This design comes from an exercise in tuning for small area on the open sky130 flow, not from production work. At most, simulation tests tie the RTL to the original design; equivalence was not proved. For run 2, only the layout was checked, not whether the RTL still works. Power is estimated from default activity; no workload was simulated.

<file path="flow/config.mk">
export PLATFORM = sky130hd
export DESIGN_NAME = sprite_compositor
export DESIGN_NICKNAME = sprite_compositor
export VERILOG_FILES = /design/flow/design.v
export SDC_FILE = /design/flow/constraint.sdc
export NUM_CORES = 4
export LEC_CHECK = 0
export CAP_MARGIN = 20
export CORE_MARGIN = 2
export CORE_UTILIZATION = 45
export GPL_TIMING_DRIVEN = 0
export SLEW_MARGIN = 20
export SYNTH_HIERARCHICAL = 1
export SYNTH_MINIMUM_KEEP_SIZE = 0
</file>
<file path="flow/constraint.sdc">
create_clock -name core_clock -period 11.0 [get_ports {clk_vga}]
set_input_delay 2.2000 -clock core_clock [delete_from_list [all_inputs] [get_ports {clk_vga}]]
set_output_delay 2.2000 -clock core_clock [all_outputs]
set_load 0.01 [all_outputs]
</file>
<file path="flow/design.v">
package sprite_pkg;
    localparam int unsigned COORD_W = 10;
    localparam int unsigned MAX_SPR = 16;
    localparam int unsigned MAX_AW  = 16;
    localparam logic [7:0] TRANSPARENT = 8'hFF;
    localparam logic [7:0] BG_COLOR    = 8'h00;
    typedef logic [$clog2(MAX_SPR)-1:0] spr_idx_t;
endpackage
module sprite_hit_unit (
    input  logic                           en,
    input  logic [sprite_pkg::COORD_W-1:0] nx_ptr,    
    input  logic [sprite_pkg::COORD_W-1:0] ny_ptr,    
    input  logic [sprite_pkg::COORD_W-1:0] spr_x,
    input  logic [sprite_pkg::COORD_W-1:0] spr_y,
    input  logic [sprite_pkg::COORD_W-1:0] spr_w,
    input  logic [sprite_pkg::COORD_W-1:0] spr_h,
    output logic                           hit,
    output logic [sprite_pkg::COORD_W-1:0] ndx,       
    output logic [sprite_pkg::COORD_W-1:0] ndy        
);
    localparam int unsigned CW = sprite_pkg::COORD_W;
    logic [CW:0] cx, cy;    
    logic [CW:0] kx, ky;    
    assign cx[0] = 1'b0;
    assign cy[0] = 1'b0;
    always_comb begin
        for (int i = 0; i < CW; i++) begin
            ndx[i]  = nx_ptr[i] ^ spr_x[i] ^ cx[i];
            ndy[i]  = ny_ptr[i] ^ spr_y[i] ^ cy[i];
            cx[i+1] = (nx_ptr[i] & spr_x[i]) | (nx_ptr[i] & cx[i]) | (spr_x[i] & cx[i]);
            cy[i+1] = (ny_ptr[i] & spr_y[i]) | (ny_ptr[i] & cy[i]) | (spr_y[i] & cy[i]);
        end
    end
    assign kx[1] = ndx[0] & spr_w[0];
    assign ky[1] = ndy[0] & spr_h[0];
    for (genvar i = 1; i < CW; i++) begin : g_cmp
        sprite_maj3 u_kx (.a(ndx[i]), .b(spr_w[i]), .c(kx[i]), .y(kx[i+1]));
        sprite_maj3 u_ky (.a(ndy[i]), .b(spr_h[i]), .c(ky[i]), .y(ky[i+1]));
    end
    assign hit = en & !cx[CW] & !cy[CW] & kx[CW] & ky[CW];
endmodule
module sprite_mux8 (
    input  logic [7:0] sel,
    input  logic [7:0] d,
    output logic       y
);
    logic [2:0] n;
    sprite_aoi222 u_a (.a1(sel[0]), .a2(d[0]), .b1(sel[1]), .b2(d[1]), .c1(sel[2]), .c2(d[2]), .y(n[0]));
    sprite_aoi222 u_b (.a1(sel[3]), .a2(d[3]), .b1(sel[4]), .b2(d[4]), .c1(sel[5]), .c2(d[5]), .y(n[1]));
    sprite_aoi22  u_c (.a1(sel[6]), .a2(d[6]), .b1(sel[7]), .b2(d[7]), .y(n[2]));
    assign y = !(&n);
endmodule
module sprite_mux8h (
    input  logic [7:0] sel,
    input  logic       hold,
    input  logic [7:0] d,
    input  logic       q,
    output logic       y
);
    logic [2:0] n;
    sprite_aoi222 u_a (.a1(sel[0]), .a2(d[0]), .b1(sel[1]), .b2(d[1]), .c1(sel[2]), .c2(d[2]), .y(n[0]));
    sprite_aoi222 u_b (.a1(sel[3]), .a2(d[3]), .b1(sel[4]), .b2(d[4]), .c1(sel[5]), .c2(d[5]), .y(n[1]));
    sprite_aoi222 u_c (.a1(sel[6]), .a2(d[6]), .b1(sel[7]), .b2(d[7]), .c1(hold),   .c2(q),    .y(n[2]));
    assign y = !(&n);
endmodule
module sprite_mux8n (
    input  logic [7:0] sel,
    input  logic [7:0] d,
    output logic       y
);
    logic [2:0] n;
    sprite_aoi222 u_a (.a1(sel[0]), .a2(d[0]), .b1(sel[1]), .b2(d[1]), .c1(sel[2]), .c2(d[2]), .y(n[0]));
    sprite_aoi222 u_b (.a1(sel[3]), .a2(d[3]), .b1(sel[4]), .b2(d[4]), .c1(sel[5]), .c2(d[5]), .y(n[1]));
    sprite_aoi22  u_c (.a1(sel[6]), .a2(d[6]), .b1(sel[7]), .b2(d[7]), .y(n[2]));
    assign y = &n;
endmodule
module sprite_mux8hn (
    input  logic [7:0] sel,
    input  logic       hold,
    input  logic [7:0] d,
    output logic       y
);
    logic [2:0] n;
    sprite_aoi222 u_a (.a1(sel[0]), .a2(d[0]), .b1(sel[1]), .b2(d[1]), .c1(sel[2]), .c2(d[2]), .y(n[0]));
    sprite_aoi222 u_b (.a1(sel[3]), .a2(d[3]), .b1(sel[4]), .b2(d[4]), .c1(sel[5]), .c2(d[5]), .y(n[1]));
    sprite_aoi221 u_c (.a1(sel[6]), .a2(d[6]), .b1(sel[7]), .b2(d[7]), .c1(hold),   .y(n[2]));
    assign y = &n;
endmodule
module sprite_and2x8 (
    input  logic [7:0] a,
    input  logic [7:0] b,
    output logic [7:0] y
);
    assign y = a & b;
endmodule
module sprite_nand2 (
    input  logic a, b,
    output logic y
);
    assign y = !(a & b);
endmodule
module sprite_ao22 (
    input  logic a1, a2, b1, b2,
    output logic y
);
    assign y = (a1 & a2) | (b1 & b2);
endmodule
module sprite_aoi22 (
    input  logic a1, a2, b1, b2,
    output logic y
);
    assign y = !((a1 & a2) | (b1 & b2));
endmodule
module sprite_aoi221 (
    input  logic a1, a2, b1, b2, c1,
    output logic y
);
    assign y = !((a1 & a2) | (b1 & b2) | c1);
endmodule
module sprite_aoi222 (
    input  logic a1, a2, b1, b2, c1, c2,
    output logic y
);
    assign y = !((a1 & a2) | (b1 & b2) | (c1 & c2));
endmodule
module sprite_maj3 (
    input  logic a, b, c,
    output logic y
);
    assign y = (a & b) | (a & c) | (b & c);
endmodule
module sprite_compositor
#(
    parameter int unsigned N_SPR   = 8,
    parameter int unsigned ADDR_W  = 13,
    parameter int unsigned ROM_LAT = 1
) (
    input  logic                       clk_vga,
    input  logic                       rst_n,
    input  logic [sprite_pkg::COORD_W-1:0]         x_ptr,
    input  logic [sprite_pkg::COORD_W-1:0]         y_ptr,
    input  logic                       pix_valid,
    input  logic                       frame_start,
    output logic [ADDR_W-1:0]          rom_addr,
    input  logic [7:0]                 rom_data,
    output logic [7:0]                 RGB,
    output logic                       rgb_valid,
    input  logic [N_SPR-1:0]           spr_en,
    input  logic [N_SPR*sprite_pkg::COORD_W-1:0]   spr_x,
    input  logic [N_SPR*sprite_pkg::COORD_W-1:0]   spr_y,
    input  logic [N_SPR*sprite_pkg::COORD_W-1:0]   spr_w,
    input  logic [N_SPR*sprite_pkg::COORD_W-1:0]   spr_h,
    input  logic [N_SPR*ADDR_W-1:0]    spr_base,
    output logic [N_SPR-1:0]           collide
);
    localparam int unsigned CW = sprite_pkg::COORD_W;
    logic [N_SPR-1:0]  box;      
    logic [CW-1:0]     ndx [N_SPR];
    logic [CW-1:0]     ndy [N_SPR];
    logic [CW-1:0]     nx_ptr, ny_ptr;
    assign nx_ptr = ~x_ptr;
    assign ny_ptr = ~y_ptr;
    for (genvar i = 0; i < N_SPR; i++) begin : g_slot
        sprite_hit_unit u_hit (
            .en    (spr_en[i]),
            .nx_ptr(nx_ptr),
            .ny_ptr(ny_ptr),
            .spr_x (spr_x[i*CW +: CW]),
            .spr_y (spr_y[i*CW +: CW]),
            .spr_w (spr_w[i*CW +: CW]),
            .spr_h (spr_h[i*CW +: CW]),
            .hit   (box[i]),
            .ndx   (ndx[i]),
            .ndy   (ndy[i])
        );
    end
    logic [N_SPR-1:0] hit;
    logic             any_hit;
    logic [N_SPR-1:0] first;     
    logic             any_box;
    assign hit     = box & {N_SPR{pix_valid}};
    assign any_hit = |hit;
    assign any_box = |box;
    always_comb begin
        for (int i = 0; i < N_SPR; i++) begin
            first[i] = pix_valid;
            for (int j = 0; j < i; j++) first[i] = first[i] & !box[j];
        end
    end
    logic [N_SPR-1:0] sel [4];
    logic             hold [2];
    for (genvar g = 0; g < 4; g++) begin : g_sel
        sprite_and2x8 u_sel (.a(first), .b(box), .y(sel[g]));
    end
    for (genvar g = 0; g < 2; g++) begin : g_hold
        sprite_nand2 u_hold (.a(pix_valid), .b(any_box), .y(hold[g]));
    end
    logic [CW-1:0]     dx_q, ndy_q, nw_q;
    logic [ADDR_W-1:0] base_q;
    logic [CW-1:0]     dx_d, ndy_d, nw_d;
    logic [ADDR_W-1:0] base_d;
    for (genvar b = 0; b < CW; b++) begin : g_mux_c
        logic [N_SPR-1:0] dxn, dyn, ww;
        for (genvar i = 0; i < N_SPR; i++) begin : g_in
            assign dxn[i] = ndx[i][b];
            assign dyn[i] = ndy[i][b];
            assign ww[i]  = spr_w[i*CW + b];
        end
        sprite_mux8hn u_dx (.sel(sel[0]), .hold(hold[0]), .d(dxn), .y(dx_d[b]));
        sprite_mux8   u_dy (.sel(sel[1]), .d(dyn), .y(ndy_d[b]));
        sprite_mux8n  u_w  (.sel(sel[2]), .d(ww),  .y(nw_d[b]));
    end
    for (genvar b = 0; b < ADDR_W; b++) begin : g_mux_b
        logic [N_SPR-1:0] bb;
        for (genvar i = 0; i < N_SPR; i++) begin : g_in
            assign bb[i] = spr_base[i*ADDR_W + b];
        end
        sprite_mux8h u_base (.sel(sel[3]), .hold(hold[1]), .d(bb), .q(rom_addr[b]),
                             .y(base_d[b]));
    end
    logic [N_SPR-2:0]  m1_q, m2_q;
    logic              any1_q, any2_q, v1_q, v2_q, fs1_q, fs2_q;
    logic              live_q;   
    always_ff @(posedge clk_vga or negedge rst_n) begin
        if (!rst_n) begin
            live_q <= 1'b0;
            any1_q <= 1'b0;
            any2_q <= 1'b0;
            v1_q   <= 1'b0;
            v2_q   <= 1'b0;
            fs1_q  <= 1'b0;
            fs2_q  <= 1'b0;
        end else begin
            live_q <= 1'b1;
            any1_q <= any_hit;
            any2_q <= any1_q;
            v1_q   <= pix_valid;
            v2_q   <= v1_q;
            fs1_q  <= frame_start;
            fs2_q  <= fs1_q;
        end
    end
    always_ff @(posedge clk_vga) begin
        dx_q   <= dx_d;
        ndy_q  <= ndy_d;
        nw_q   <= nw_d;
        base_q <= base_d;
        m1_q  <= hit[0] ? hit[N_SPR-1:1] : '0;
        m2_q  <= m1_q;
    end
    logic [78:0] pp;
    sprite_pp u_pp (
        .ndy (ndy_q),
        .nw  (nw_q),
        .pp  (pp)
    );
    logic [ADDR_W-1:0] addr;
    sprite_addr_tree u_addr (
        .dx   (dx_q),
        .base (base_q),
        .pp   (pp),
        .addr (addr)
    );
    assign rom_addr = addr & {ADDR_W{live_q}};
    logic             opaque;
    logic             hit_op;    
    logic             nfs2;
    logic [N_SPR-2:0] acc_q, acc_d, col_d;
    assign opaque     = rom_data != sprite_pkg::TRANSPARENT;
    assign hit_op     = opaque && any2_q;
    assign nfs2       = !fs2_q;
    assign collide[0] = 1'b0;
    for (genvar j = 0; j < N_SPR - 1; j++) begin : g_coll
        sprite_ao22 u_acc (.a1(m2_q[j]), .a2(hit_op), .b1(acc_q[j]), .b2(nfs2), .y(acc_d[j]));
        sprite_ao22 u_col (.a1(acc_q[j]), .a2(fs2_q), .b1(collide[j+1]), .b2(nfs2), .y(col_d[j]));
    end
    always_ff @(posedge clk_vga or negedge rst_n) begin
        if (!rst_n) begin
            RGB                <= 8'h00;
            rgb_valid          <= 1'b0;
            acc_q              <= '0;
            collide[N_SPR-1:1] <= '0;
        end else begin
            rgb_valid          <= v2_q;
            RGB                <= hit_op ? rom_data : sprite_pkg::BG_COLOR;
            acc_q              <= acc_d;
            collide[N_SPR-1:1] <= col_d;
        end
    end
endmodule
module sprite_pp (
    input  logic [9:0]  ndy,
    input  logic [9:0]  nw,
    output logic [78:0] pp
);
    assign pp[0] = ~(ndy[0] | nw[0]);
    assign pp[1] = ~(ndy[1] | nw[0]);
    assign pp[2] = ~(ndy[2] | nw[0]);
    assign pp[3] = ~(ndy[3] | nw[0]);
    assign pp[4] = ~(ndy[4] | nw[0]);
    assign pp[5] = ~(ndy[5] | nw[0]);
    assign pp[6] = ~(ndy[6] | nw[0]);
    assign pp[7] = ~(ndy[7] | nw[0]);
    assign pp[8] = ~(ndy[8] | nw[0]);
    assign pp[9] = ~(ndy[9] | nw[0]);
    assign pp[10] = ~(ndy[0] | nw[1]);
    assign pp[11] = ~(ndy[1] | nw[1]);
    assign pp[12] = ~(ndy[2] | nw[1]);
    assign pp[13] = ~(ndy[3] | nw[1]);
    assign pp[14] = ~(ndy[4] | nw[1]);
    assign pp[15] = ~(ndy[5] | nw[1]);
    assign pp[16] = ~(ndy[6] | nw[1]);
    assign pp[17] = ~(ndy[7] | nw[1]);
    assign pp[18] = ~(ndy[8] | nw[1]);
    assign pp[19] = ~(ndy[9] | nw[1]);
    assign pp[20] = ~(ndy[0] | nw[2]);
    assign pp[21] = ~(ndy[1] | nw[2]);
    assign pp[22] = ~(ndy[2] | nw[2]);
    assign pp[23] = ~(ndy[3] | nw[2]);
    assign pp[24] = ~(ndy[4] | nw[2]);
    assign pp[25] = ~(ndy[5] | nw[2]);
    assign pp[26] = ~(ndy[6] | nw[2]);
    assign pp[27] = ~(ndy[7] | nw[2]);
    assign pp[28] = ~(ndy[8] | nw[2]);
    assign pp[29] = ~(ndy[9] | nw[2]);
    assign pp[30] = ~(ndy[0] | nw[3]);
    assign pp[31] = ~(ndy[1] | nw[3]);
    assign pp[32] = ~(ndy[2] | nw[3]);
    assign pp[33] = ~(ndy[3] | nw[3]);
    assign pp[34] = ~(ndy[4] | nw[3]);
    assign pp[35] = ~(ndy[5] | nw[3]);
    assign pp[36] = ~(ndy[6] | nw[3]);
    assign pp[37] = ~(ndy[7] | nw[3]);
    assign pp[38] = ~(ndy[8] | nw[3]);
    assign pp[39] = ~(ndy[9] | nw[3]);
    assign pp[40] = ~(ndy[0] | nw[4]);
    assign pp[41] = ~(ndy[1] | nw[4]);
    assign pp[42] = ~(ndy[2] | nw[4]);
    assign pp[43] = ~(ndy[3] | nw[4]);
    assign pp[44] = ~(ndy[4] | nw[4]);
    assign pp[45] = ~(ndy[5] | nw[4]);
    assign pp[46] = ~(ndy[6] | nw[4]);
    assign pp[47] = ~(ndy[7] | nw[4]);
    assign pp[48] = ~(ndy[8] | nw[4]);
    assign pp[49] = ~(ndy[0] | nw[5]);
    assign pp[50] = ~(ndy[1] | nw[5]);
    assign pp[51] = ~(ndy[2] | nw[5]);
    assign pp[52] = ~(ndy[3] | nw[5]);
    assign pp[53] = ~(ndy[4] | nw[5]);
    assign pp[54] = ~(ndy[5] | nw[5]);
    assign pp[55] = ~(ndy[6] | nw[5]);
    assign pp[56] = ~(ndy[7] | nw[5]);
    assign pp[57] = ~(ndy[0] | nw[6]);
    assign pp[58] = ~(ndy[1] | nw[6]);
    assign pp[59] = ~(ndy[2] | nw[6]);
    assign pp[60] = ~(ndy[3] | nw[6]);
    assign pp[61] = ~(ndy[4] | nw[6]);
    assign pp[62] = ~(ndy[5] | nw[6]);
    assign pp[63] = ~(ndy[6] | nw[6]);
    assign pp[64] = ~(ndy[0] | nw[7]);
    assign pp[65] = ~(ndy[1] | nw[7]);
    assign pp[66] = ~(ndy[2] | nw[7]);
    assign pp[67] = ~(ndy[3] | nw[7]);
    assign pp[68] = ~(ndy[4] | nw[7]);
    assign pp[69] = ~(ndy[5] | nw[7]);
    assign pp[70] = ~(ndy[0] | nw[8]);
    assign pp[71] = ~(ndy[1] | nw[8]);
    assign pp[72] = ~(ndy[2] | nw[8]);
    assign pp[73] = ~(ndy[3] | nw[8]);
    assign pp[74] = ~(ndy[4] | nw[8]);
    assign pp[75] = ~(ndy[0] | nw[9]);
    assign pp[76] = ~(ndy[1] | nw[9]);
    assign pp[77] = ~(ndy[2] | nw[9]);
    assign pp[78] = ~(ndy[3] | nw[9]);
endmodule
module sprite_addr_tree (
    input  logic [9:0]  dx,
    input  logic [12:0] base,
    input  logic [78:0] pp,
    output logic [12:0] addr
);
    logic t2, t3, t4, t6, t7, t8, t9, t10, t12, t13, t14, t15;
    logic t16, t17, t18, t20, t21, t22, t23, t24, t25, t26, t27, t28;
    logic t30, t31, t32, t33, t34, t35, t36, t37, t38, t39, t40, t42;
    logic t43, t44, t45, t46, t47, t48, t49, t50, t51, t52, t53, t54;
    logic t56, t57, t58, t59, t60, t61, t62, t63, t64, t65, t66, t67;
    logic t68, t69, t70, t72, t73, t74, t75, t76, t77, t78, t79, t80;
    logic t81, t82, t83, t84, t85, t86, t87, t88, t90, t91, t92, t93;
    logic t94, t95, t96, t97, t98, t99, t100, t101, t102, t103, t104, t105;
    logic t106, t107, t108, t110, t111, t112, t113, t114, t115, t116, t117, t118;
    logic t119, t120, t121, t122, t123, t124, t125, t126, t127, t128, t130, t131;
    logic t132, t133, t134, t135, t136, t137, t138, t139, t140, t141, t142, t143;
    logic t144, t145, t146, t148, t149, t150, t151, t152, t153, t154, t155, t156;
    logic t157, t158, t159, t160, t161, t162, t163;
    assign addr[0] = base[0] ^ dx[0] ^ pp[0];
    assign t2 = (base[0] & dx[0]) | (base[0] & pp[0]) | (dx[0] & pp[0]);
    assign t3 = base[1] ^ dx[1] ^ pp[1];
    assign t4 = (base[1] & dx[1]) | (base[1] & pp[1]) | (dx[1] & pp[1]);
    assign addr[1] = pp[10] ^ t2 ^ t3;
    assign t6 = (pp[10] & t2) | (pp[10] & t3) | (t2 & t3);
    assign t7 = base[2] ^ dx[2] ^ pp[2];
    assign t8 = (base[2] & dx[2]) | (base[2] & pp[2]) | (dx[2] & pp[2]);
    assign t9 = pp[11] ^ pp[20] ^ t4;
    assign t10 = (pp[11] & pp[20]) | (pp[11] & t4) | (pp[20] & t4);
    assign addr[2] = t7 ^ t6 ^ t9;
    assign t12 = (t7 & t6) | (t7 & t9) | (t6 & t9);
    assign t13 = base[3] ^ dx[3] ^ pp[3];
    assign t14 = (base[3] & dx[3]) | (base[3] & pp[3]) | (dx[3] & pp[3]);
    assign t15 = pp[12] ^ pp[21] ^ pp[30];
    assign t16 = (pp[12] & pp[21]) | (pp[12] & pp[30]) | (pp[21] & pp[30]);
    assign t17 = t8 ^ t15 ^ t13;
    assign t18 = (t8 & t15) | (t8 & t13) | (t15 & t13);
    assign addr[3] = t10 ^ t17 ^ t12;
    assign t20 = (t10 & t17) | (t10 & t12) | (t17 & t12);
    assign t21 = base[4] ^ dx[4] ^ pp[4];
    assign t22 = (base[4] & dx[4]) | (base[4] & pp[4]) | (dx[4] & pp[4]);
    assign t23 = pp[13] ^ pp[22] ^ pp[31];
    assign t24 = (pp[13] & pp[22]) | (pp[13] & pp[31]) | (pp[22] & pp[31]);
    assign t25 = pp[40] ^ t14 ^ t16;
    assign t26 = (pp[40] & t14) | (pp[40] & t16) | (t14 & t16);
    assign t27 = t23 ^ t21 ^ t18;
    assign t28 = (t23 & t21) | (t23 & t18) | (t21 & t18);
    assign addr[4] = t25 ^ t27 ^ t20;
    assign t30 = (t25 & t27) | (t25 & t20) | (t27 & t20);
    assign t31 = base[5] ^ dx[5] ^ pp[5];
    assign t32 = (base[5] & dx[5]) | (base[5] & pp[5]) | (dx[5] & pp[5]);
    assign t33 = pp[14] ^ pp[23] ^ pp[32];
    assign t34 = (pp[14] & pp[23]) | (pp[14] & pp[32]) | (pp[23] & pp[32]);
    assign t35 = pp[41] ^ pp[49] ^ t22;
    assign t36 = (pp[41] & pp[49]) | (pp[41] & t22) | (pp[49] & t22);
    assign t37 = t24 ^ t33 ^ t31;
    assign t38 = (t24 & t33) | (t24 & t31) | (t33 & t31);
    assign t39 = t26 ^ t35 ^ t37;
    assign t40 = (t26 & t35) | (t26 & t37) | (t35 & t37);
    assign addr[5] = t28 ^ t39 ^ t30;
    assign t42 = (t28 & t39) | (t28 & t30) | (t39 & t30);
    assign t43 = base[6] ^ dx[6] ^ pp[6];
    assign t44 = (base[6] & dx[6]) | (base[6] & pp[6]) | (dx[6] & pp[6]);
    assign t45 = pp[15] ^ pp[24] ^ pp[33];
    assign t46 = (pp[15] & pp[24]) | (pp[15] & pp[33]) | (pp[24] & pp[33]);
    assign t47 = pp[42] ^ pp[50] ^ pp[57];
    assign t48 = (pp[42] & pp[50]) | (pp[42] & pp[57]) | (pp[50] & pp[57]);
    assign t49 = t32 ^ t34 ^ t47;
    assign t50 = (t32 & t34) | (t32 & t47) | (t34 & t47);
    assign t51 = t45 ^ t43 ^ t36;
    assign t52 = (t45 & t43) | (t45 & t36) | (t43 & t36);
    assign t53 = t38 ^ t49 ^ t51;
    assign t54 = (t38 & t49) | (t38 & t51) | (t49 & t51);
    assign addr[6] = t40 ^ t53 ^ t42;
    assign t56 = (t40 & t53) | (t40 & t42) | (t53 & t42);
    assign t57 = base[7] ^ dx[7] ^ pp[7];
    assign t58 = (base[7] & dx[7]) | (base[7] & pp[7]) | (dx[7] & pp[7]);
    assign t59 = pp[16] ^ pp[25] ^ pp[34];
    assign t60 = (pp[16] & pp[25]) | (pp[16] & pp[34]) | (pp[25] & pp[34]);
    assign t61 = pp[43] ^ pp[51] ^ pp[58];
    assign t62 = (pp[43] & pp[51]) | (pp[43] & pp[58]) | (pp[51] & pp[58]);
    assign t63 = pp[64] ^ t44 ^ t46;
    assign t64 = (pp[64] & t44) | (pp[64] & t46) | (t44 & t46);
    assign t65 = t48 ^ t61 ^ t59;
    assign t66 = (t48 & t61) | (t48 & t59) | (t61 & t59);
    assign t67 = t57 ^ t50 ^ t63;
    assign t68 = (t57 & t50) | (t57 & t63) | (t50 & t63);
    assign t69 = t65 ^ t52 ^ t67;
    assign t70 = (t65 & t52) | (t65 & t67) | (t52 & t67);
    assign addr[7] = t54 ^ t69 ^ t56;
    assign t72 = (t54 & t69) | (t54 & t56) | (t69 & t56);
    assign t73 = base[8] ^ dx[8] ^ pp[8];
    assign t74 = (base[8] & dx[8]) | (base[8] & pp[8]) | (dx[8] & pp[8]);
    assign t75 = pp[17] ^ pp[26] ^ pp[35];
    assign t76 = (pp[17] & pp[26]) | (pp[17] & pp[35]) | (pp[26] & pp[35]);
    assign t77 = pp[44] ^ pp[52] ^ pp[59];
    assign t78 = (pp[44] & pp[52]) | (pp[44] & pp[59]) | (pp[52] & pp[59]);
    assign t79 = pp[65] ^ pp[70] ^ t58;
    assign t80 = (pp[65] & pp[70]) | (pp[65] & t58) | (pp[70] & t58);
    assign t81 = t60 ^ t62 ^ t77;
    assign t82 = (t60 & t62) | (t60 & t77) | (t62 & t77);
    assign t83 = t75 ^ t73 ^ t64;
    assign t84 = (t75 & t73) | (t75 & t64) | (t73 & t64);
    assign t85 = t66 ^ t79 ^ t81;
    assign t86 = (t66 & t79) | (t66 & t81) | (t79 & t81);
    assign t87 = t83 ^ t68 ^ t85;
    assign t88 = (t83 & t68) | (t83 & t85) | (t68 & t85);
    assign addr[8] = t70 ^ t87 ^ t72;
    assign t90 = (t70 & t87) | (t70 & t72) | (t87 & t72);
    assign t91 = base[9] ^ dx[9] ^ pp[9];
    assign t92 = (base[9] & dx[9]) | (base[9] & pp[9]) | (dx[9] & pp[9]);
    assign t93 = pp[18] ^ pp[27] ^ pp[36];
    assign t94 = (pp[18] & pp[27]) | (pp[18] & pp[36]) | (pp[27] & pp[36]);
    assign t95 = pp[45] ^ pp[53] ^ pp[60];
    assign t96 = (pp[45] & pp[53]) | (pp[45] & pp[60]) | (pp[53] & pp[60]);
    assign t97 = pp[66] ^ pp[71] ^ pp[75];
    assign t98 = (pp[66] & pp[71]) | (pp[66] & pp[75]) | (pp[71] & pp[75]);
    assign t99 = t74 ^ t76 ^ t78;
    assign t100 = (t74 & t76) | (t74 & t78) | (t76 & t78);
    assign t101 = t97 ^ t95 ^ t93;
    assign t102 = (t97 & t95) | (t97 & t93) | (t95 & t93);
    assign t103 = t91 ^ t80 ^ t82;
    assign t104 = (t91 & t80) | (t91 & t82) | (t80 & t82);
    assign t105 = t99 ^ t101 ^ t84;
    assign t106 = (t99 & t101) | (t99 & t84) | (t101 & t84);
    assign t107 = t103 ^ t86 ^ t105;
    assign t108 = (t103 & t86) | (t103 & t105) | (t86 & t105);
    assign addr[9] = t88 ^ t107 ^ t90;
    assign t110 = (t88 & t107) | (t88 & t90) | (t107 & t90);
    assign t111 = base[10] ^ pp[19] ^ pp[28];
    assign t112 = (base[10] & pp[19]) | (base[10] & pp[28]) | (pp[19] & pp[28]);
    assign t113 = pp[37] ^ pp[46] ^ pp[54];
    assign t114 = (pp[37] & pp[46]) | (pp[37] & pp[54]) | (pp[46] & pp[54]);
    assign t115 = pp[61] ^ pp[67] ^ pp[72];
    assign t116 = (pp[61] & pp[67]) | (pp[61] & pp[72]) | (pp[67] & pp[72]);
    assign t117 = pp[76] ^ t92 ^ t94;
    assign t118 = (pp[76] & t92) | (pp[76] & t94) | (t92 & t94);
    assign t119 = t96 ^ t98 ^ t115;
    assign t120 = (t96 & t98) | (t96 & t115) | (t98 & t115);
    assign t121 = t113 ^ t111 ^ t100;
    assign t122 = (t113 & t111) | (t113 & t100) | (t111 & t100);
    assign t123 = t102 ^ t117 ^ t119;
    assign t124 = (t102 & t117) | (t102 & t119) | (t117 & t119);
    assign t125 = t104 ^ t121 ^ t123;
    assign t126 = (t104 & t121) | (t104 & t123) | (t121 & t123);
    assign t127 = t106 ^ t125 ^ t108;
    assign t128 = (t106 & t125) | (t106 & t108) | (t125 & t108);
    assign addr[10] = t127 ^ t110;
    assign t130 = t127 & t110;
    assign t131 = base[11] ^ pp[29] ^ pp[38];
    assign t132 = (base[11] & pp[29]) | (base[11] & pp[38]) | (pp[29] & pp[38]);
    assign t133 = pp[47] ^ pp[55] ^ pp[62];
    assign t134 = (pp[47] & pp[55]) | (pp[47] & pp[62]) | (pp[55] & pp[62]);
    assign t135 = pp[68] ^ pp[73] ^ pp[77];
    assign t136 = (pp[68] & pp[73]) | (pp[68] & pp[77]) | (pp[73] & pp[77]);
    assign t137 = t112 ^ t114 ^ t116;
    assign t138 = (t112 & t114) | (t112 & t116) | (t114 & t116);
    assign t139 = t135 ^ t133 ^ t131;
    assign t140 = (t135 & t133) | (t135 & t131) | (t133 & t131);
    assign t141 = t118 ^ t120 ^ t137;
    assign t142 = (t118 & t120) | (t118 & t137) | (t120 & t137);
    assign t143 = t139 ^ t122 ^ t141;
    assign t144 = (t139 & t122) | (t139 & t141) | (t122 & t141);
    assign t145 = t124 ^ t126 ^ t143;
    assign t146 = (t124 & t126) | (t124 & t143) | (t126 & t143);
    assign addr[11] = t145 ^ t128 ^ t130;
    assign t148 = (t145 & t128) | (t145 & t130) | (t128 & t130);
    assign t149 = base[12] ^ pp[39];
    assign t150 = pp[48] ^ pp[56];
    assign t151 = pp[63] ^ pp[69];
    assign t152 = pp[74] ^ pp[78];
    assign t153 = t152 ^ t151;
    assign t154 = t150 ^ t149;
    assign t155 = t154 ^ t153;
    assign t156 = t132 ^ t134;
    assign t157 = t136 ^ t155;
    assign t158 = t156 ^ t157;
    assign t159 = t138 ^ t140;
    assign t160 = t158 ^ t159;
    assign t161 = t160 ^ t142;
    assign t162 = t161 ^ t144;
    assign t163 = t162 ^ t146;
    assign addr[12] = t163 ^ t148;
endmodule
</file>
<file path="flow/flow/run.sh">
#!/bin/bash
# Own flow: the standard layout (standard.sh), with these changes:
#  - Yosys's synth skips its early "abc -fast" pass (SYNTH_ARGS=-noabc), so the
#    full-adder extraction sees the adders as written; the final ABC mapping is unchanged.
#  - after synthesis every combinational cell is set to its smallest drive strength
#    (downsize.py); the repair steps of the layout upsize where timing or slew needs it.
#  - every input and output port still gets a buffer, but a small one (buf_1).
#  - clock tree: small clock buffers and no dummy loads.
# Each tool's output goes to a log file in this folder.
set -euo pipefail
RES=orfs/results/sky130hd/sprite_compositor/base
LIB=$FLOW_HOME/platforms/sky130hd/lib/sky130_fd_sc_hd__tt_025C_1v80.lib
ARGS=(
    SYNTH_ARGS=-noabc
    REMOVE_ABC_BUFFERS=1
    "BUFFER_PORTS_ARGS=-buffer_cell sky130_fd_sc_hd__buf_1"
    "CTS_ARGS=-sink_clustering_enable -repair_clock_nets -dont_use_dummy_load -buf_list sky130_fd_sc_hd__clkbuf_8 -sink_clustering_size 30"
)
bash standard.sh "${ARGS[@]}" synth > flow_synth.log 2>&1
cp $RES/1_2_yosys.v flow_1_2_yosys_orig.v
python3 flow/downsize.py $LIB $RES/1_2_yosys.v > flow_downsize.log 2>&1
rm -f $RES/1_synth.odb $RES/1_synth.sdc
bash standard.sh "${ARGS[@]}" finish > flow_finish.log 2>&1
</file>
<file path="flow/flow/downsize.py">
#!/usr/bin/env python3
"""Replace each combinational cell in a Yosys netlist with the smallest-area cell of the
same function (same name but the drive-strength suffix), e.g. maj3_2 -> maj3_1.
Flip-flops are left as they are. The layout's repair steps upsize again where timing
or slew needs it. Usage: downsize.py LIBERTY NETLIST (rewritten in place)."""
import re
import sys

lib_path, net_path = sys.argv[1], sys.argv[2]
lib = open(lib_path).read()
areas = {m.group(1): float(m.group(2)) for m in re.finditer(
    r'cell \("(sky130_fd_sc_hd__\w+)"\)\s*\{.*?area\s*:\s*([\d.]+)', lib, re.S)}
dont_use = set(sys.argv[3:])

def family(c):
    return re.sub(r'_\d+$', '', c)

smallest = {}
for c, a in areas.items():
    if c in dont_use:
        continue
    f = family(c)
    if f not in smallest or a < areas[smallest[f]]:
        smallest[f] = c

net = open(net_path).read()
count = 0
def swap(m):
    global count
    c = m.group(2)
    f = family(c)
    if re.match(r'sky130_fd_sc_hd__(df|ed|sdf|dl|conb)', c) or f not in smallest:
        return m.group(0)
    s = smallest[f]
    if s != c and areas[s] < areas[c]:
        count += 1
        return m.group(1) + s + m.group(3)
    return m.group(0)

net = re.sub(r'^(\s*)(sky130_fd_sc_hd__\w+)(\s)', swap, net, flags=re.M)
open(net_path, 'w').write(net)
print(f"downsize: {count} cells replaced")
</file>
<file path="flow/standard.sh">
#!/bin/bash
# synth_recipe.tcl (not shown) runs the flow's synth.tcl, then flattens the netlist and writes it again
# the make line also repeats each setting of config.mk as NAME=value (left out here)
make -C /OpenROAD-flow-scripts/flow DESIGN_CONFIG=/design/flow/config.mk WORK_HOME=/design/flow/orfs CLKGATE_MAP_FILE= SYNTH_SCRIPT=/design/flow/synth_recipe.tcl "${@:-finish}"
</file>
==> results of run 1 <==
worst max-delay path: stages (launching register included):
cell     delay (ns)
dfxtp_1        0.60
nor2_1         0.13
fa_1           0.51
fa_1           0.41
fa_1           0.45
fa_1           0.45
fa_1           0.46
fa_1           0.43
fa_1           0.43
fa_1           0.43
fa_1           0.44
fa_1           0.42
ha_1           0.23
fa_1           0.42
xnor2_1        0.15
xnor2_1        0.20
xnor3_1        0.36
xnor2_1        0.17
and2_1         0.17
buf_1          0.19
cell usage in the layout, fill, tap and decap left out, types with 23 or more instances in the layout:
cell      count
a222oi_1     99
and2_1       61
and3_1       27
buf_1       491
dfrtp_1      30
dfxtp_1      57
fa_1        217
maj3_1      144
nand3_1      23
nor2_1       89
power groups by stage:
stage / Clock (µW) / Sequential (µW) / Combinational, µW
detailed placement: 0 / 407 / 1060
global placement: 0 / 408 / 1040
CTS: 183 / 402 / 1060
finish: 176 / 402 / 1060
global route: 192 / 406 / 1200
floorplan: 0 / 391 / 725
sequential cells by signal, summed over array words and instances (netlist names):
| signal | count |
|---|---|
| v2_q | 1 |
| acc_q | 7 |
| v1_q | 1 |
| live_q | 1 |
| nw_q | 10 |
| fs1_q | 1 |
| m2_q | 7 |
| ndy_q | 10 |
| m1_q | 7 |
| rgb_valid | 1 |
| dx_q | 10 |
| fs2_q | 1 |
| collide | 7 |
| any2_q | 1 |
| any1_q | 1 |
| base_q | 13 |
| RGB | 8 |
stage by stage:
step | utilization, % | worst slack [ns]
floorplan | - | 2.393
global placement | 55.21 | 1.796
detailed placement | 55.22 | 1.780
CTS | 55.75 | 1.367
global route | 55.81 | 1.068
finish | 55.81 | 1.419
layer usage:
metal / wire (µm) / vias up / global-route usage (%)
met5: 0 / - / 0
met4: 1243 / 0 / 8.966
met3: 3696 / 58 / 7.001
met2: 20540 / 552 / 57.44
met1: 16810 / 5040 / 43.43
li1: - / 4421 / -
final cells by class:
type,count,area [µm²]
Inverter,22,82.58
Multi-Input combinational cell,777,8740
Sequential cell,87,1892
Clock buffer,9,123.9
Fill cell,2199,10370
Antenna cell,6,15.01
Timing Repair Buffer,492,1848
Tap cell,319,399.1
worst max-delay path by stage:
stage                   from           end  slack [ns]
finish              ndy_q[1]  rom_addr[12]        1.42
global route        ndy_q[0]  rom_addr[12]        1.07
CTS                 ndy_q[1]  rom_addr[12]        1.37
detailed placement  ndy_q[1]  rom_addr[12]        1.78
global placement    ndy_q[1]  rom_addr[12]        1.80
floorplan            nw_q[0]  rom_addr[12]        2.39
==> flow_summary.yaml, run 1 <==
worst_hold_path:
  hold_path.class: "flip-flop to flip-flop"
  hold_path_end: "m2_q[0]"
  whs_path_depth: 0
  hold_start: "m1_q[0]"
clock_network:
  insertion_delay_ns: 0.38
  cts_sinks: 87
  cts_tree: "built"
  clk_path_buf_depth: 2
  h-tree-depth: 3
  post_cts_buffers: 0
  cts-buffers-inserted: 9
  postCtsHoldBufs: 0
  clk_pin_slew_ns: 0.07
  ctsResizeCount: 0
  cts-root-buf: "clkbuf_8"
sta:
  whs_ns: 0.3298
  drv_slew: 0
  finalCritPeriodShare_pct: 87.10
  setup_viol: 0
  finalSetupTns_ns: 0
  worstMarginPinSlew_ns: 0.8034
  rsz0062_at_grt: "no"
  fmax_ghz: 0.1044
  finalHoldViolCount: 0
  relSlewSlack_pct: 45.96
  fin_skew_ns: 0.02482
  min_period_ns: 9.581
floorplanning:
  design.portCount: 494
  die_y_um: 158.8
  die_w_um: 158.8
  coreArea_um2: 23470
  placementRows: 56
  start_util_pct: 45.92
  die-area_um2: 25200
setup_path:
  start_kind: "flip-flop"
  worst_r2r_path_depth: 20
  required_ns: 8.80
  rrSetupSlack_ns: 3.63
  crit_path_max_fanout: 10
  reg2reg_to: "base_q[12]"
  worstPathArrival_ns: 7.38
  r2r-start: "ndy_q[1]"
  path_class: "flip-flop to primary output"
  crit_path_end_kind: "primary output"
run:
  maxCapViolations: 0
power:
  total_power_uw: 1635
  p_leak_uw: 0.005041
  switchingPower_uw: 701.1
  p_clk_share_pct: 10.8
  share_comb_of_total_power_pct: 64.6
  seq_power_share_pct: 24.6
  max-vdd-ir-drop_v: 0.0001096
  p_int_uw: 933.5
  p_sw_share_pct: 42.89
  power.density_nw_per_um2: 124.8
detailed_routing:
  drt-total-wl_um: 42290
  drc_errors: 0
  routedWlPerCell_um: 24.70
  firstDrtPassIters: 10
  drtIter0Drc: 1206
  viasPerCell: 5.883
  drt.antenna.violating_nets: 0
  vias: 10070
placement:
  port_buffers: 492
  dp.cells: 1697
  dp_hpwl_um: 37570
  dpl_cell_area_um2: 12960
  place_congestion: 0.9722
synthesis:
  post_synth.cell_area_avg_um2: 11.94
  yosysWarnings: 12
  syn_area_um2: 10780
  syn_inst: 903
global_route:
  grt_overflow: 0
  grt_pass1_vias: 10970
  antenna_found_initial: 6
  grt_usage_pct: 33.57
  grt_start_max_net_pins: 31
  grt_first_pass_wirelength_um: 64000
run_status:
  status: "no timing/DRC/antenna violations"
final_layout:
  postLayoutCellArea_um2: 13100
  drive_gt1_share_pct: 0.7210
  fin_nets: 2087
  area_delta_synth_final_pct: 21.55
  fin_cells: 1712
==> inputs of run 2 (changes only) <==
--- a/flow/design.v
+++ b/flow/design.v
@@ -188,10 +188,10 @@
         end
     end
-    logic [N_SPR-1:0] sel [4];
-    logic             hold [2];
-    for (genvar g = 0; g < 4; g++) begin : g_sel
+    logic [N_SPR-1:0] sel [1];
+    logic             hold [1];
+    for (genvar g = 0; g < 1; g++) begin : g_sel
         sprite_and2x8 u_sel (.a(first), .b(box), .y(sel[g]));
     end
-    for (genvar g = 0; g < 2; g++) begin : g_hold
+    for (genvar g = 0; g < 1; g++) begin : g_hold
         sprite_nand2 u_hold (.a(pix_valid), .b(any_box), .y(hold[g]));
     end
@@ -208,6 +208,6 @@
         end
         sprite_mux8hn u_dx (.sel(sel[0]), .hold(hold[0]), .d(dxn), .y(dx_d[b]));
-        sprite_mux8   u_dy (.sel(sel[1]), .d(dyn), .y(ndy_d[b]));
-        sprite_mux8n  u_w  (.sel(sel[2]), .d(ww),  .y(nw_d[b]));
+        sprite_mux8   u_dy (.sel(sel[0]), .d(dyn), .y(ndy_d[b]));
+        sprite_mux8n  u_w  (.sel(sel[0]), .d(ww),  .y(nw_d[b]));
     end
     for (genvar b = 0; b < ADDR_W; b++) begin : g_mux_b
@@ -216,5 +216,5 @@
             assign bb[i] = spr_base[i*ADDR_W + b];
         end
-        sprite_mux8h u_base (.sel(sel[3]), .hold(hold[1]), .d(bb), .q(rom_addr[b]),
+        sprite_mux8h u_base (.sel(sel[0]), .hold(hold[0]), .d(bb), .q(rom_addr[b]),
                              .y(base_d[b]));
     end
==> run 2 against run 1 <==
Compared with the run above:
- total power rose by 2.0%
- clock skew up 0.012 ns
- register-to-register slack worse by 0.06 ns
- largest cell class unchanged
- non-clock buffer count is 9 higher
- first-iteration DRC count fell by 6.9%
- area after synthesis decreased by 1.4%
- synthesized cell count fell by 2.8%
- still clean on timing, DRC and antenna
- final cell count down 0.70%
- utilization is 0.73 points higher
- clock power about the same
==> flow_summary.yaml, run 2 <==
run_status:
  status: "no timing/DRC/antenna violations"
final_layout:
  top_register: "base_q"
  area_delta_synth_final_pct: 24.17
  multiInputGateArea_um2: 8596
  layout_commonest_cell: "buf_1"
  largest_reg_flops: 13
  fillers: 2206
  fin_nets: 2071
  seq_area_um2: 1892
  most-common-layout-cells: "491 x buf_1, 217 x fa_1, 144 x maj3_1, 99 x a222oi_1, 89 x nor2_1"
  drive_gt1_share_pct: 1.969
  postLayoutCellArea_um2: 13190
placement:
  pre_cts_ws_ns: 1.716
  dpl_cell_area_um2: 13040
  dp_hpwl_um: 36280
  port_buffers: 492
  place_congestion: 0.9254
detailed_routing:
  drt.antenna.violating_nets: 0
  routed.top_layer: "met5"
  wl_met2_um: 21900
  drt-total-wl_um: 41260
  routedWlPerCell_um: 24.27
  firstDrtPassIters: 13
  wl_met3_um: 3247
  met1_length_um: 14550
  vias: 9834
  viasPerCell: 5.785
  drtIter0Drc: 1123
  drc_errors: 0
setup_path:
  reg2reg_to: "base_q[12]"
  path_class: "flip-flop to primary output"
  rrSetupSlack_ns: 3.57
  worst_r2r_path_depth: 20
  crit_path_max_fanout: 10
  worstPathArrival_ns: 7.44
  crit_path_end_kind: "primary output"
  start_kind: "flip-flop"
  r2r-start: "ndy_q[1]"
  required_ns: 8.80
clock_network:
  cts-root-buf: "clkbuf_8"
  cts_tree: "built"
  postCtsHoldBufs: 0
  clk_path_buf_depth: 2
  ctsResizeCount: 0
  cts_sinks: 87
  cts-buffers-inserted: 9
  clk_pin_slew_ns: 0.09
  post_cts_buffers: 0
  h-tree-depth: 3
  insertion_delay_ns: 0.38
power:
  share_comb_of_total_power_pct: 65.2
  p_sw_share_pct: 43.13
  switchingPower_uw: 719.4
  power.density_nw_per_um2: 126.4
  total_power_uw: 1668
  p_clk_share_pct: 10.6
  seq_power_share_pct: 24.2
  max-vdd-ir-drop_v: 0.00007947
  p_leak_uw: 0.005071
  p_int_uw: 948.4
floorplanning:
  die_y_um: 157.7
  coreArea_um2: 23330
  die_w_um: 157.7
  start_util_pct: 45.53
  die-area_um2: 24850
  placementRows: 56
  design.portCount: 494
sta:
  whs_ns: 0.3321
  rsz0062_at_grt: "no"
  setup_ws_ns: 1.358
  drv_slew: 0
  finalSetupTns_ns: 0
  finalCritPeriodShare_pct: 87.66
  fmax_ghz: 0.1037
  relSlewSlack_pct: 25.75
  min_period_ns: 9.642
  fin_skew_ns: 0.03683
  worstMarginPinSlew_ns: 1.111
  setup_viol: 0
  finalHoldViolCount: 0
synthesis:
  syn_area_um2: 10620
  post_synth.cell_area_avg_um2: 12.10
  syn_inst: 878
  yosysWarnings: 12
global_route:
  antenna_found_initial: 10
  grt_overflow: 0
  grt_pass1_vias: 10510
  grt_start_max_net_pins: 31
  grt_usage_pct: 32.90
  grt_first_pass_wirelength_um: 59470
worst_hold_path:
  hold_path.class: "flip-flop to flip-flop"
  hold_start: "m1_q[0]"
  hold_path_end: "m2_q[0]"
  whs_path_depth: 0
run:
  maxCapViolations: 0
==> run 2: critical path, cell delays in order, from the launching register on <==
cell and delay [ns]:
dfxtp_1 0.63, nor2_1 0.13, fa_1 0.50, fa_1 0.41, fa_1 0.46, fa_1 0.43
fa_1 0.45, fa_1 0.42, fa_1 0.44, fa_1 0.43, fa_1 0.43, fa_1 0.40
ha_1 0.23, fa_1 0.41, xnor2_1 0.15, xnor2_1 0.23, xnor3_1 0.36, xnor2_1 0.13
and2_1 0.22, buf_1 0.20
==> run 2: final cells by class <==
| cell class | count | share of cell area (%) |
|---|---|---|
| Tap cell | 319 | 3.026 |
| Antenna cell | 10 | 0.1897 |
| Clock buffer | 9 | 0.9390 |
| Timing Repair Buffer | 501 | 15.72 |
| Sequential cell | 87 | 14.34 |
| Multi-Input combinational cell | 752 | 65.16 |
| Inverter | 22 | 0.6260 |
==> run 2: power by group through the flow <==
stage	Sequential [µW]	Clock, µW	Combinational [µW]
2_1_floorplan	391	0	722
3_3_place_gp	410	0	1070
3_5_place_dp	410	0	1090
4_1_cts	404	182	1100
5_1_grt	408	195	1220
6_report	403	176	1090
==> run 2: how the worst max path moves through the flow <==
| stage | slack, ns | startpoint | depth (start not counted) | endpoint |
|---|---|---|---|---|
| after global placement | 0.94 | y_ptr[0] | 20 | dx_q[1] |
| after floorplan | 2.39 | y_ptr[0] | 19 | dx_q[0] |
| after global routing | 0.96 | ndy_q[1] | 19 | rom_addr[12] |
| after detailed placement | 1.72 | ndy_q[1] | 19 | rom_addr[12] |
| final | 1.36 | ndy_q[1] | 19 | rom_addr[12] |
| after CTS | 1.28 | ndy_q[1] | 19 | rom_addr[12] |
==> run 2: stage by stage <==
| stage | utilization (%) | std cells |
|---|---|---|
| floorplan | - | 861 |
| global placement | 54.89 | 1672 |
| detailed placement | 55.88 | 1680 |
| CTS | 56.41 | 1689 |
| global route | 56.52 | 1698 |
| finish | 56.54 | 1700 |
==> run 2: layer usage <==
metal / global-route usage, % / up-vias
met3: 7.884 / 87
met5: 0 / -
li1: - / 4366
met1: 36.63 / 4881
met4: 12.68 / 2
met2: 60.50 / 498
==> inputs of run 3 (changes only) <==
--- a/flow/design.v
+++ b/flow/design.v
@@ -188,10 +188,10 @@
         end
     end
-    logic [N_SPR-1:0] sel [1];
-    logic             hold [1];
-    for (genvar g = 0; g < 1; g++) begin : g_sel
+    logic [N_SPR-1:0] sel [2];
+    logic             hold [2];
+    for (genvar g = 0; g < 2; g++) begin : g_sel
         sprite_and2x8 u_sel (.a(first), .b(box), .y(sel[g]));
     end
-    for (genvar g = 0; g < 1; g++) begin : g_hold
+    for (genvar g = 0; g < 2; g++) begin : g_hold
         sprite_nand2 u_hold (.a(pix_valid), .b(any_box), .y(hold[g]));
     end
@@ -209,5 +209,5 @@
         sprite_mux8hn u_dx (.sel(sel[0]), .hold(hold[0]), .d(dxn), .y(dx_d[b]));
         sprite_mux8   u_dy (.sel(sel[0]), .d(dyn), .y(ndy_d[b]));
-        sprite_mux8n  u_w  (.sel(sel[0]), .d(ww),  .y(nw_d[b]));
+        sprite_mux8n  u_w  (.sel(sel[1]), .d(ww),  .y(nw_d[b]));
     end
     for (genvar b = 0; b < ADDR_W; b++) begin : g_mux_b
@@ -216,5 +216,5 @@
             assign bb[i] = spr_base[i*ADDR_W + b];
         end
-        sprite_mux8h u_base (.sel(sel[0]), .hold(hold[0]), .d(bb), .q(rom_addr[b]),
+        sprite_mux8h u_base (.sel(sel[1]), .hold(hold[1]), .d(bb), .q(rom_addr[b]),
                              .y(base_d[b]));
     end
--- a/flow/config.mk
+++ b/flow/config.mk
@@ -8,5 +8,5 @@
 export CAP_MARGIN = 20
 export CORE_MARGIN = 2
-export CORE_UTILIZATION = 45
+export CORE_UTILIZATION = 52
 export GPL_TIMING_DRIVEN = 0
 export SLEW_MARGIN = 20
==> run 3 against run 2 <==
Compared with the run above:
- fmax up 1.2%
- non-clock buffer count fell by 8
- first-iteration DRC count barely moved
- final cell count decreased by 2.4%
- utilization is 7.9 points higher
- critical endpoint unchanged
- clock-buffer cell count did not move
==> flow_summary.yaml, run 3 <==
run_status:
  status: "no timing/DRC/antenna violations"
setup_path:
  max_stage_delay_ns: 0.64
  worstPathArrival_ns: 7.33
  crit_buf_inv: 1
  crit_family: "adder cells"
  path_class: "flip-flop to primary output"
  crit_path_end_kind: "primary output"
  crit_path_max_fanout: 10
  path_cells: "nor2_1, fa_1, fa_1, fa_1, fa_1, fa_1, fa_1, fa_1, fa_1, fa_1, fa_1, ha_1, fa_1, xnor2_1, xnor2_1, xnor3_1, xnor2_1, and2_1, buf_1"
  crit_slowest_cell: "dfxtp_1"
  start_kind: "flip-flop"
  path_common_cell: "fa_1"
  required_ns: 8.80
placement:
  port_buffers: 492
  dp_hpwl_um: 38050
  dpl_cell_area_um2: 12820
  pre_cts_ws_ns: 1.364
  place_congestion: 1.042
floorplanning:
  coreArea_um2: 20170
  design.portCount: 494
  die_y_um: 147.3
  placementRows: 52
  die-area_um2: 21700
  start_util_pct: 52.94
  die_w_um: 147.3
detailed_routing:
  wl_met3_um: 4427
  drt.antenna.violating_nets: 0
  drtIter0Drc: 1124
  viasPerCell: 6.275
  drc_errors: 0
  firstDrtPassIters: 9
  routedWlPerCell_um: 27.28
  drt-total-wl_um: 45280
  met1_length_um: 15900
  vias: 10420
  wl_met2_um: 21960
  routed.top_layer: "met5"
global_route:
  grt_start_max_net_pins: 31
  grt_pass1_vias: 11220
  grt_overflow: 0
  grt_first_pass_wirelength_um: 65360
  antenna_found_initial: 19
  grt_usage_pct: 41.57
final_layout:
  most-common-layout-cells: "491 x buf_1, 217 x fa_1, 144 x maj3_1, 99 x a222oi_1, 89 x nor2_1"
  fin_nets: 2072
  layout_commonest_cell: "buf_1"
  drive_gt1_share_pct: 1.166
  area_delta_synth_final_pct: 21.65
  top_register: "base_q"
  fillers: 1741
  postLayoutCellArea_um2: 12990
  multiInputGateArea_um2: 8646
  largest_reg_flops: 13
  seq_area_um2: 1892
  utilization_pct: 64.40
clock_network:
  clk_path_buf_depth: 2
  cts_sinks: 87
  cts-buffers-inserted: 9
  clk_pin_slew_ns: 0.09
  insertion_delay_ns: 0.38
  ctsResizeCount: 0
  postCtsHoldBufs: 0
  cts-root-buf: "clkbuf_8"
  post_cts_buffers: 0
  cts_tree: "built"
  h-tree-depth: 3
power:
  seq_power_share_pct: 24.3
  p_leak_uw: 0.005005
  max-vdd-ir-drop_v: 0.00006573
  p_clk_share_pct: 10.8
  switchingPower_uw: 718.7
  p_sw_share_pct: 43.44
  total_power_uw: 1655
  share_comb_of_total_power_pct: 64.9
  power.density_nw_per_um2: 127.4
  p_int_uw: 935.9
sta:
  drv_slew: 0
  setup_ws_ns: 1.470
  fmax_ghz: 0.1049
  finalSetupTns_ns: 0
  setup_viol: 0
  worstMarginPinSlew_ns: 1.196
  min_period_ns: 9.531
  fin_skew_ns: 0.04167
  relSlewSlack_pct: 20.26
  finalCritPeriodShare_pct: 86.64
  finalHoldViolCount: 0
  rsz0062_at_grt: "no"
run:
  maxCapViolations: 0
synthesis:
  yosysWarnings: 12
  syn_area_um2: 10680
  syn_inst: 887
  post_synth.cell_area_avg_um2: 12.04
worst_hold_path:
  hold_path.class: "flip-flop to flip-flop"
==> run 3: path summary, 6_finish.rpt <==
path | start | end | slack [ns] | cells past startpoint
worst max-delay path | ndy_q[1] | rom_addr[12] | 1.47 | 19
worst min-delay path | m1_q[3] | m2_q[3] | 0.33 | 0
worst max register to register | ndy_q[1] | base_q[12] | 3.65 | 20
worst min register to register | m1_q[3] | m2_q[3] | 0.33 | 0
max in group asynchronous | rst_n | live_q | 8.71 | 1
min in group asynchronous | rst_n | RGB[2] | 1.82 | 1
==> run 3: metal layers <==
metal	vias to the layer above	global-route usage [%]
li1	4382	-
met1	5215	48.34
met2	662	70.49
met3	151	11.43
met4	6	21.88
met5	-	0
==> run 3: power by group through the flow <==
stage | Combinational [µW] | Clock, µW | Sequential, µW
2_1_floorplan | 723 | 0 | 391
3_3_place_gp | 1040 | 0 | 409
3_5_place_dp | 1060 | 0 | 409
4_1_cts | 1070 | 181 | 402
5_1_grt | 1200 | 193 | 406
6_report | 1070 | 178 | 403
==> run 3: per-stage QoR <==
step                      cells  hold slack [ns]
final                      1660           0.3350
after global routing       1657           0.3439
after detailed placement   1633           0.3121
after CTS                  1642           0.3280
after floorplan             870           0.3096
after global placement     1632           0.3109
==> run 3: area by class of cell <==
type	instances	share of cell area, %
Antenna cell	18	0.3468
Clock buffer	9	0.9536
Inverter	22	0.6357
Multi-Input combinational cell	761	66.56
Sequential cell	87	14.56
Tap cell	270	2.601
Timing Repair Buffer	493	14.34
==> inputs of run 4 (changes only) <==
--- a/flow/config.mk
+++ b/flow/config.mk
@@ -8,5 +8,5 @@
 export CAP_MARGIN = 20
 export CORE_MARGIN = 2
-export CORE_UTILIZATION = 52
+export CORE_UTILIZATION = 45
 export GPL_TIMING_DRIVEN = 0
 export SLEW_MARGIN = 20
==> run 4 against run 3 <==
Compared with the run above:
- combinational power hardly changed
- clock-buffer cell count stayed put
- register-to-register slack worse by 0.20 ns
- non-clock buffer count is 1 lower
- synthesized cell count stayed put
- utilization is 8.9 points lower
- die area is 15% higher
- clock power hardly changed
- flip-flop and latch count stayed put
- via count is 3.6% lower
- first-iteration DRC count is 2.8% lower
- critical endpoint unchanged
- highest routed layer is now met4
==> flow_summary.yaml, run 4 <==
global_route:
  grt_start_max_net_pins: 31
  grt_overflow: 0
  grt_pass1_vias: 10410
  grt_usage_pct: 32.35
  antenna_found_initial: 2
  grt_first_pass_wirelength_um: 58990
final_layout:
  layout_commonest_cell: "buf_1"
  top_register: "base_q"
  multiInputGateArea_um2: 8642
  area_delta_synth_final_pct: 21.68
  most-common-layout-cells: "491 x buf_1, 217 x fa_1, 144 x maj3_1, 99 x a222oi_1, 89 x nor2_1"
  largest_reg_flops: 13
  postLayoutCellArea_um2: 12990
  fillers: 2222
  fin_cells: 1692
  seq_area_um2: 1892
  fin_nets: 2071
  drive_gt1_share_pct: 0.8753
clock_network:
  postCtsHoldBufs: 0
  ctsResizeCount: 0
  clk_pin_slew_ns: 0.08
  insertion_delay_ns: 0.39
  cts-buffers-inserted: 9
  clk_path_buf_depth: 2
  h-tree-depth: 3
  cts_sinks: 87
  cts_tree: "built"
  post_cts_buffers: 0
  cts-root-buf: "clkbuf_8"
run:
  maxCapViolations: 0
power:
  p_sw_share_pct: 43.77
  p_clk_share_pct: 10.8
  max-vdd-ir-drop_v: 0.00007581
  switchingPower_uw: 728.2
  p_int_uw: 935.5
  seq_power_share_pct: 24.4
  share_comb_of_total_power_pct: 64.8
  power.density_nw_per_um2: 128.1
  p_leak_uw: 0.004997
sta:
  worstMarginPinSlew_ns: 1.150
  finalSetupTns_ns: 0
  whs_ns: 0.3187
  setup_viol: 0
  drv_slew: 0
  min_period_ns: 9.717
  finalCritPeriodShare_pct: 88.33
  fin_skew_ns: 0.03482
  rsz0062_at_grt: "no"
  relSlewSlack_pct: 23.33
  fmax_ghz: 0.1029
  finalHoldViolCount: 0
detailed_routing:
  routedWlPerCell_um: 24.18
  firstDrtPassIters: 10
  drc_errors: 0
  vias: 10040
  drtIter0Drc: 1093
  drt.antenna.violating_nets: 0
  viasPerCell: 5.934
  drt-total-wl_um: 40910
synthesis:
  syn_area_um2: 10680
  yosysWarnings: 12
  post_synth.cell_area_avg_um2: 12.04
  syn_inst: 887
setup_path:
  r2r-start: "ndy_q[1]"
  max_stage_delay_ns: 0.62
  worstPathArrival_ns: 7.52
  path_cells: "nor2_1, fa_1, fa_1, fa_1, fa_1, fa_1, fa_1, fa_1, fa_1, fa_1, fa_1, ha_1, fa_1, xnor2_1, xnor2_1, xnor3_1, xnor2_1, and2_1, buf_1"
  crit_path_end_kind: "primary output"
  crit_family: "adder cells"
  path_class: "flip-flop to primary output"
  start_kind: "flip-flop"
  crit_slowest_cell: "dfxtp_1"
  crit_path_max_fanout: 10
  reg2reg_to: "base_q[12]"
  required_ns: 8.80
  rrSetupSlack_ns: 3.45
  crit_buf_inv: 1
  path_common_cell: "fa_1"
  worst_r2r_path_depth: 20
placement:
  dp.cells: 1681
  place_congestion: 0.9857
  dpl_cell_area_um2: 12860
  port_buffers: 492
  dp_hpwl_um: 34960
floorplanning:
  design.portCount: 494
  coreArea_um2: 23400
  placementRows: 56
  die_y_um: 158.0
  die-area_um2: 24980
  die_w_um: 158.0
  start_util_pct: 45.63
worst_hold_path:
  hold_path.class: "flip-flop to flip-flop"
  hold_start: "m1_q[5]"
  hold_path_end: "m2_q[5]"
  whs_path_depth: 0
run_status:
  status: "no timing/DRC/antenna violations"
## run 4: cell count changes in the layout (fill, tap and decap cells not counted)
cell and change:
a21boi_0 -1, diode_2 -16, and2_2 -3, buf_8 -1
a21boi_1 +1, and2_1 +3
## run 4: routing by layer
metal / track usage, % / wire length, µm / up-vias / part of all wire [%]
li1: - / - / 4365 / -
met1: 42.20 / 16390 / 4981 / 40
met2: 54.95 / 19830 / 607 / 48
met3: 5.749 / 3306 / 88 / 8.1
met4: 10.30 / 1381 / 0 / 3.4
met5: 0 / 0 / - / 0
## run 4: layout make-up
class,count,area share [%]
multi-input cells,761,66.52
repair buffers,492,14.22
well taps,319,3.072
clock buffers,9,0.9534
diodes,2,0.03852
flip-flops and latches,87,14.56
inverters,22,0.6356
## run 4: worst max path at each step
stage / start / endpoint / slack [ns] / cells after the start
after CTS: ndy_q[1] / rom_addr[12] / 1.23 / 19
after detailed placement: x_ptr[0] / nw_q[6] / 1.55 / 20
after global routing: ndy_q[0] / rom_addr[12] / 0.94 / 19
after global placement: y_ptr[0] / nw_q[6] / 1.45 / 20
after floorplan: nw_q[0] / rom_addr[12] / 2.39 / 18
final: ndy_q[1] / rom_addr[12] / 1.28 / 19
## run 4: power by group through the flow
| stage | clock network (µW) | registers (µW) | logic [µW] |
|---|---|---|---|
| 2_1_floorplan | 0 | 391 | 723 |
| 3_3_place_gp | 0 | 413 | 1050 |
| 3_5_place_dp | 0 | 411 | 1070 |
| 4_1_cts | 188 | 405 | 1080 |
| 5_1_grt | 201 | 410 | 1210 |
| 6_report | 180 | 405 | 1080 |
## run 4: metrics by stage
stage / utilization, % / total power [µW] / setup WS [ns]
floorplan: - / 1114 / 2.393
global placement: 54.95 / 1463 / 1.450
CTS: 55.49 / 1675 / 1.227
global route: 55.51 / 1826 / 0.9359
detailed placement: 54.96 / 1484 / 1.554
finish: 55.52 / 1664 / 1.283

==> static timing again, ports no longer ideal <==
No port has a modelled driver above. Below, the same layouts with a new extraction and two added sets of constraints. Step 1 assumes that a clkbuf_16 drives the clock port and a buf_2 every other input. Step 2 adds t to the input delays and takes it off the output delays; t is the mean of the earliest and latest rising clock arrival at the registers after step 1. Input paths then give back, and output paths get back, about the clock's delay inside the block. Slacks: ideal / step 1 / step 2; pairs: ideal / step 1.
run | t (ns) | setup slack, ns | slew at the worst register clock pin (ns)
run 1 | 0.397 | 1.419 / 1.380 / 1.713 | 0.10 / 0.10
run 2 | 0.402 | 1.358 / 1.316 / 1.719 | 0.09 / 0.09
run 3 | 0.399 | 1.470 / 1.428 / 1.443 | 0.12 / 0.12
run 4 | 0.407 | 1.283 / 1.242 / 1.400 | 0.12 / 0.12
After both steps every run listed still meets setup and hold. For run 3, which loses most, drivers alone change the setup slack by -0.042 ns; drivers and shift together by -0.027 ns.
